Context: an optimization exercise on an open-source flow, tuned for small area, a short achievable clock period and few clock cycles per item. The choices shown serve that exercise and are no tape-out recipe.
Only simulation tests tie the RTL to the original design; equivalence was not proved.
No activity file was given, so power comes from the tool's default toggle rates.

// message_fifo_with_search_unit
module message_fifo_with_search_unit (
    input  logic       i_clk,
    input  logic       i_rst_n,
    input  logic                             i_req_valid,
    output logic                             o_req_ready,
    input  logic        [mfs_pkg::REQ_W-1:0] i_req_type,
    input  logic        [mfs_pkg::SRC_W-1:0] i_req_source,
    input  logic signed [mfs_pkg::MSG_W-1:0] i_req_message,
    input  logic        [mfs_pkg::PRI_W-1:0] i_req_priority,
    output logic                             o_rsp_valid,
    input  logic                             i_rsp_ready,
    output logic                             o_rsp_ok,
    output logic        [mfs_pkg::SRC_W-1:0] o_rsp_source,
    output logic signed [mfs_pkg::MSG_W-1:0] o_rsp_message,
    output logic        [mfs_pkg::PRI_W-1:0] o_rsp_priority,
    output logic        [mfs_pkg::OCC_W-1:0] o_rsp_occupancy
);
Size: roughly 2,700 cells after synthesis, roughly 1,000 flip-flops, ~130 I/O pins, roughly 42,000 sq um of cells after synthesis.
Settings: LEC_CHECK=0, CAP_MARGIN=20, CORE_MARGIN=2, CORE_UTILIZATION=40, CTS_CLUSTER_DIAMETER=120, CTS_CLUSTER_SIZE=24, SETUP_SLACK_MARGIN=2.7, SLEW_MARGIN=20, TNS_END_PERCENT=20; clock period 5.0 ns.
standard.sh (not shown) runs the stock make flow with config.mk's settings and CLKGATE_MAP_FILE= SYNTH_SCRIPT=/design/flow/synth_recipe.tcl, a recipe that flattens the netlist after the stock synthesis.
==> flow/flow/run.sh <==
#!/bin/bash
# Layout flow: the standard flow (standard.sh, unchanged synthesis), with
# the input and output port buffers made from sky130_fd_sc_hd__buf_2 cells
# instead of the cell buffer_ports picks by default.
# The ORFS make output goes to standard.log; each step's own log is kept under
# orfs/logs/ by ORFS.
set -euo pipefail
export BUFFER_PORTS_ARGS="-buffer_cell sky130_fd_sc_hd__buf_2"
bash standard.sh > standard.log 2>&1
The baseline ran to the end with no violations.
Testbench counts at the start, summed over its fixed seeds: cycles 24,016, items 24,000.
Edit:
==> flow/run.sh (new file) <==
#!/bin/bash
# synth_recipe.tcl (not shown) runs the flow's synth.tcl, then flattens the netlist and writes it again
# the make line also repeats each setting of config.mk as NAME=value (left out here)
make -C /OpenROAD-flow-scripts/flow DESIGN_CONFIG=/design/flow/config.mk WORK_HOME=/design/flow/orfs CLKGATE_MAP_FILE= SYNTH_SCRIPT=/design/flow/synth_recipe.tcl finish
- CTS_CLUSTER_DIAMETER: 120 -> unset
- CTS_CLUSTER_SIZE: 24 -> unset
- SETUP_SLACK_MARGIN: 2.7 -> 2.5
- TNS_END_PERCENT: 20 -> unset
removed: flow/flow/run.sh
removed: flow/standard.sh
Setup slack loses 0.11 ns.
Global-route usage is higher by 1.2 points.
Power climbs by 20%.
Routed wire length goes up by 3.4%.
First-iteration DRC count rises by 5.0%.
Hold slack gets worse by 0.0061 ns.
Edit:
- CTS_CLUSTER_DIAMETER: unset -> 120
- CTS_CLUSTER_SIZE: unset -> 24
After rerunning:
- synthesized area does not change
- wire length shrinks by 0.98%
- final cell count shrinks by about 3%
Edit:
==> flow/flow/run.sh (new file) <==
#!/bin/bash
# Layout flow: the standard flow (standard.sh, unchanged synthesis), with
# the input and output port buffers made from sky130_fd_sc_hd__buf_2 cells
# instead of the cell buffer_ports picks by default.
# The ORFS make output goes to standard.log; each step's own log is kept under
# orfs/logs/ by ORFS.
set -euo pipefail
export BUFFER_PORTS_ARGS="-buffer_cell sky130_fd_sc_hd__buf_2"
bash standard.sh > standard.log 2>&1
==> flow/standard.sh (new file) <==
#!/bin/bash
# synth_recipe.tcl (not shown) runs the flow's synth.tcl, then flattens the netlist and writes it again
# the make line also repeats each setting of config.mk as NAME=value (left out here)
make -C /OpenROAD-flow-scripts/flow DESIGN_CONFIG=/design/flow/config.mk WORK_HOME=/design/flow/orfs CLKGATE_MAP_FILE= SYNTH_SCRIPT=/design/flow/synth_recipe.tcl "${@:-finish}"
- CTS_BUF_LIST: unset -> sky130_fd_sc_hd__clkbuf_8
- CTS_CLUSTER_DIAMETER: 120 -> 90
- CTS_CLUSTER_SIZE: 24 -> 14
- SETUP_SLACK_MARGIN: 2.5 -> 2.7
removed: flow/run.sh
Effect:
- The new run finished clean
- core utilization went down by 0.88 points
- sequential power hardly moves
- wire length went down by 2.5%
- final area went down by 1.9%
- sequential share of layout area went up by 1.2 points
- non-clock buffer count went down by 57
- worst hold slack degrades by 0.012 ns
- combinational power went down by about 5%
Edit:
- CTS_CLUSTER_DIAMETER: 90 -> 80
- CTS_CLUSTER_SIZE: 14 -> 12
- PLACE_DENSITY: unset -> 0.7
Outcome: The changed run ran to the end with no violations; design area stays flat; total power rose by 1.1%; setup slack got worse by 0.10 ns; synthesized cell count stays the same; die area stays the same; global-route usage fell by 1.2 points; area after synthesis does not change; critical path depth fell by 1; via count fell by 0.31%.
Edit:
- CORE_UTILIZATION: 40 -> 50
- CTS_CLUSTER_DIAMETER: 80 -> 90
- CTS_CLUSTER_SIZE: 12 -> 14
- PLACE_DENSITY: 0.7 -> unset
Effect: Cell area goes down by 0.93%; fmax goes up by 2.8%; sequential cell count does not change; worst setup slack gets better by 0.066 ns.

* * *

== job 5970 ==
Another version of the RTL of message_fifo_with_search_unit (not shown whole).
Size in the first run: roughly 2,900 cells after synthesis, ~130 I/O pins, roughly 43,000 um^2 of cells after synthesis.
export LEC_CHECK = 0
export CAP_MARGIN = 20
export CORE_MARGIN = 2
export CORE_UTILIZATION = 40
export SETUP_SLACK_MARGIN = 3.0
export SLEW_MARGIN = 20
create_clock -name core_clock -period 5.0 [get_ports {i_clk}]
run.sh (not shown) runs the stock make flow with config.mk's settings and CLKGATE_MAP_FILE= SYNTH_SCRIPT=/design/flow/synth_recipe.tcl, a recipe that flattens the netlist after the stock synthesis.
Stock flow here: none of the scripts above is used.
Testbench counts of job 5970, summed over its fixed seeds: cycles 24,016, items 24,000.
Inputs modified between job 5970 and job 4283:
--- a/flow/config.mk
+++ b/flow/config.mk
@@ -10,2 +10,2 @@
-export CORE_UTILIZATION = 40
-export SETUP_SLACK_MARGIN = 3.0
+export CORE_UTILIZATION = 55
+export SETUP_SLACK_MARGIN = 2.5
==> notes.md <==
- From job 5970 to job 4283 the numbers moved as follows: global-route met3 utilization rose 2.9 points, relative contribution of the clock network to total power closely matched the old numbers.
- Compared to job 5970, job 4283 shows a narrower setup margin.
- Cmp job 4283 vs job 5970: effective utilization at floorplan higher in job 4283
- On global-route wire length before repair, the lower figure sits with job 4283, not job 5970.
- Routed wire in job 4283 totals less than in job 5970.
- Job 4283 vs job 5970, uppermost signal routing layer after detailed routing: met4 vs met5
- Summary of job 4283 over job 5970: overall die area went down by 27%; sequential power was more or less identical; number of buffers on the longest clock path neither gained nor lost much.
Inputs modified between job 4283 and job 9573:
--- a/flow/config.mk
+++ b/flow/config.mk
@@ -10 +10,2 @@
-export CORE_UTILIZATION = 55
+export CORE_UTILIZATION = 40
+export CTS_BUF_LIST = sky130_fd_sc_hd__clkbuf_8
==> notes.md <==
Looking only at global-route wire length before repair, and setting everything else aside, the higher value of job 9573 and job 4283 goes to job 9573. The setup slack of job 9573 is larger than that of job 4283. Diff job 4283 -> job 9573 | maximum number of pins on one net before global-route repair | down by more than 10%. When job 9573 is measured against job 4283, its minimum setup slack after placement turns out 0.079 ns lower. Compared with job 4283, in job 9573 post-route minimum period went down 0.088 ns; cell count went up 394. The flow did not stop early for job 9573: all stages ran, and the layout cleared the timing, DRC and antenna checks. Every stage of the flow completed for job 4283, and the final layout passed the timing, DRC and antenna checks.
diff inputs: job 9573 => job 2370
--- a/flow/config.mk
+++ b/flow/config.mk
@@ -11 +10,0 @@
-export CTS_BUF_LIST = sky130_fd_sc_hd__clkbuf_8
Findings:
- | global-route met2 utilization | job 9573 vs job 2370 | ≈ equal |
- Job 2370 -> job 9573: synthesized area delta 0, exact match
- Re antenna diode count: no difference whatsoever between job 9573 and job 2370.
- Taking job 9573 as the reference point, the final setup slack of the worst path of job 2370 rises by 0.045 ns.
- Lower number of antenna violations at the first check in global routing was reported by job 9573, not job 2370.
- Of job 2370 and job 9573, the run reporting the higher area added between synthesis and finish was job 2370.
- On routed wire length, job 2370 and job 9573 are neck and neck.
For job 190, these inputs were changed with respect to job 2370:
--- a/flow/config.mk
+++ b/flow/config.mk
@@ -11 +10,0 @@
-export SETUP_SLACK_MARGIN = 2.5
[summary]
Measured against each other, job 2370 and job 190 differ in met2 routed wirelength, the lower figure coming from job 190. Compared with job 2370, job 190 shows fmax that has gone down by more than a quarter. Looking at highest metal layer with signal wires, the met4 result is from job 190; the met5 one comes from job 2370. Compared with job 2370, job 190 shows wire length lower by 5.0%. Post-placement setup slack, job 2370 and job 190, higher one = job 190. Looking at largest net degree at the start of global routing across job 2370 and job 190, the one that comes out higher is job 2370. Job 190: share of total power in the clock network lower than job 2370. Global routing usage on met2 was lower in the run labelled job 190. Job 190 vs job 2370, instance count: job 190 lower.

* * *

run A:
message_fifo_with_search_unit with an RTL version that a note above also has.
Size in the first run: about 2,700 cells after synthesis, about 42,000 um2 of cells after synthesis.
Design message_fifo_with_search_unit, start of the top module:
module message_fifo_with_search_unit (
    input  logic       i_clk,
    input  logic       i_rst_n,
    input  logic                             i_req_valid,
    output logic                             o_req_ready,
    input  logic        [mfs_pkg::REQ_W-1:0] i_req_type,
    input  logic        [mfs_pkg::SRC_W-1:0] i_req_source,
    input  logic signed [mfs_pkg::MSG_W-1:0] i_req_message,
    input  logic        [mfs_pkg::PRI_W-1:0] i_req_priority,
    output logic                             o_rsp_valid,
    input  logic                             i_rsp_ready,
    output logic                             o_rsp_ok,
    output logic        [mfs_pkg::SRC_W-1:0] o_rsp_source,
    output logic signed [mfs_pkg::MSG_W-1:0] o_rsp_message,
    output logic        [mfs_pkg::PRI_W-1:0] o_rsp_priority,
    output logic        [mfs_pkg::OCC_W-1:0] o_rsp_occupancy
);
clock: 5.0 ns
lec_check: 0
cap_margin: 20
core_margin: 2
core_utilization: 40
cts_buf_list: sky130_fd_sc_hd__clkbuf_8 sky130_fd_sc_hd__clkbuf_16
cts_cluster_diameter: 100
cts_cluster_size: 16
setup_slack_margin: 2.7
slew_margin: 20
standard.sh (not shown) runs the stock make flow with config.mk's settings and CLKGATE_MAP_FILE= SYNTH_SCRIPT=/design/flow/synth_recipe.tcl, a recipe that flattens the netlist after the stock synthesis.
==> flow/flow/run.sh <==
#!/bin/bash
# Layout flow: the standard flow (standard.sh, unchanged synthesis), with
# the input and output port buffers made from sky130_fd_sc_hd__buf_2 cells
# instead of the cell buffer_ports picks by default.
# The ORFS make output goes to standard.log; each step's own log is kept under
# orfs/logs/ by ORFS.
set -euo pipefail
export BUFFER_PORTS_ARGS="-buffer_cell sky130_fd_sc_hd__buf_2"
bash standard.sh > standard.log 2>&1
Testbench counts of run A, summed over its fixed seeds: cycles 24,016, items 24,000.
Input changes introduced in run B (baseline for comparison: run A):
- removing CTS_BUF_LIST (formerly sky130_fd_sc_hd__clkbuf_8 sky130_fd_sc_hd__clkbuf_16)
- changing CTS_CLUSTER_DIAMETER from 100 to 120
- changing CTS_CLUSTER_SIZE from 16 to 24
- changing SETUP_SLACK_MARGIN from 2.7 to 2.8
Notes after the runs:
On share of the core filled with cells in the final layout, run A tracks run B almost exactly. Run B: power is about 6% lower than what run A reported. Run B vs. run A: layout overhead on the synthesized area -0.19 points; worst-margin pin slew shows an increase of 11 ps.
--- input diff run B..run C ---
- a change of SETUP_SLACK_MARGIN from 2.8 to 2.7
- an added GPL_TIMING_DRIVEN of 0
--- outcome ---
The topmost layer with routed signal wires comes out met5 in one run and met4 in the other, namely in run B and run C respectively.
Vias: run C more than run B
Looking at clock share of power, run C sits 0.6 points lower than run B does.
In the tables for run B and run C, clock-buffer cell count reads higher with run C.
Between run C and run B, it is run C whose multi-input combinational area share is lower, by 0.29 points.
Cmp run B and run C / setup slack after layout / lower: run C
Measured against each other, run B and run C differ in final clock period utilization by the worst path, the lower figure coming from run B.
met1 as the most utilized layer in the global route result was reported by run C, and met2 by run B.
Reported for run B and run C, post-synth net total turned out identical to the last digit.
Run C: layout filler cell count is 108 lower than what run B reported.
Comparing run B and run C, the higher number of standard cells in the layout, taps in and fillers out was measured on run C.
Edits applied to the flow inputs when going from run C to run D:
- a change of CTS_CLUSTER_DIAMETER from 120 to 80
- a deleted GPL_TIMING_DRIVEN that had been 0
- a change of CTS_CLUSTER_SIZE from 24 to 12
- an added CTS_BUF_LIST of sky130_fd_sc_hd__clkbuf_8
Notes after the runs:
From run C to run D the numbers moved as follows: clock skew picked up an extra 8.7 ps; via count shrank by 4.4%; fraction of synthesis flops using an asynchronous set or reset pin comparable.
Run D against run C: fraction of met3 tracks used by global routing climbed 0.52 points, global-route usage dropped 4.3 points, detailed-route vias per instance dropped 0.94%, internal power consumption dropped about 2%.

-- separate check: timing with driven ports --
In the flow no input, the clock included, has a driving cell. The finished layouts below were timed again as built, in two steps. Step 1 (the two cells are an assumption about what drives the block):
set clk [get_ports {i_clk}]
set_driving_cell -lib_cell sky130_fd_sc_hd__clkbuf_16 $clk
set_driving_cell -lib_cell sky130_fd_sc_hd__buf_2 [delete_from_list [all_inputs] $clk]
Step 2 also shifts input and output timing later by t, the mid clock arrival at the registers, as if the neighbouring blocks saw the same clock. a / b / c = no drivers / after step 1 / after step 2; a / b = the first two.
run | shift t [ns] | setup slack, ns | worst hold slack (ns) | worst register clock-pin slew, ns | worst data-port slew with drivers (ns)
the first run of note 1 | 0.711 | 2.499 / 2.499 / 1.914 | 0.439 / 0.439 / 0.439 | 0.11 / 0.11 | 0.12
the second run of note 1 | 0.755 | 2.392 / 2.392 / 1.697 | 0.433 / 0.433 / 0.433 | 0.07 / 0.07 | 0.08
the third run of note 1 | 0.720 | 2.485 / 2.485 / 1.820 | 0.456 / 0.456 / 0.456 | 0.11 / 0.11 | 0.08
the fourth run of note 1 | 0.797 | 2.656 / 2.615 / 1.880 | 0.443 / 0.400 / 0.443 | 0.11 / 0.11 | 0.10
the fifth run of note 1 | 0.824 | 2.554 / 2.545 / 1.872 | 0.435 / 0.393 / 0.439 | 0.10 / 0.10 | 0.08
the sixth run of note 1 | 0.786 | 2.620 / 2.594 / 1.878 | 0.447 / 0.410 / 0.447 | 0.12 / 0.12 | 0.06
job 5970 | 0.768 | 2.400 / 2.400 / 2.087 | 0.446 / 0.446 / 0.446 | 0.07 / 0.07 | 0.18
job 4283 | 0.739 | 2.360 / 2.360 / 1.780 | 0.444 / 0.444 / 0.444 | 0.07 / 0.07 | 0.11
job 9573 | 0.911 | 2.448 / 2.460 / 1.549 | 0.434 / 0.434 / 0.434 | 0.07 / 0.07 | 0.07
job 2370 | 0.764 | 2.493 / 2.485 / 1.788 | 0.445 / 0.445 / 0.445 | 0.07 / 0.07 | 0.07
job 190 | 0.736 | 1.511 / 1.511 / 0.997 | 0.438 / 0.438 / 0.438 | 0.06 / 0.06 | 0.07
run A | 0.706 | 2.569 / 2.537 / 1.831 | 0.434 / 0.434 / 0.434 | 0.09 / 0.09 | 0.10
run B | 0.714 | 2.613 / 2.554 / 1.918 | 0.450 / 0.450 / 0.450 | 0.11 / 0.11 | 0.10
run C | 0.732 | 2.466 / 2.505 / 1.772 | 0.453 / 0.453 / 0.453 | 0.11 / 0.11 | 0.07
run D | 0.823 | 2.658 / 2.594 / 1.860 | 0.418 / 0.376 / 0.440 | 0.10 / 0.10 | 0.09
After both steps every run listed still meets setup and hold. The setup slack of job 9573, which loses most, moves by +0.012 ns with the drivers and by -0.899 ns with both steps.
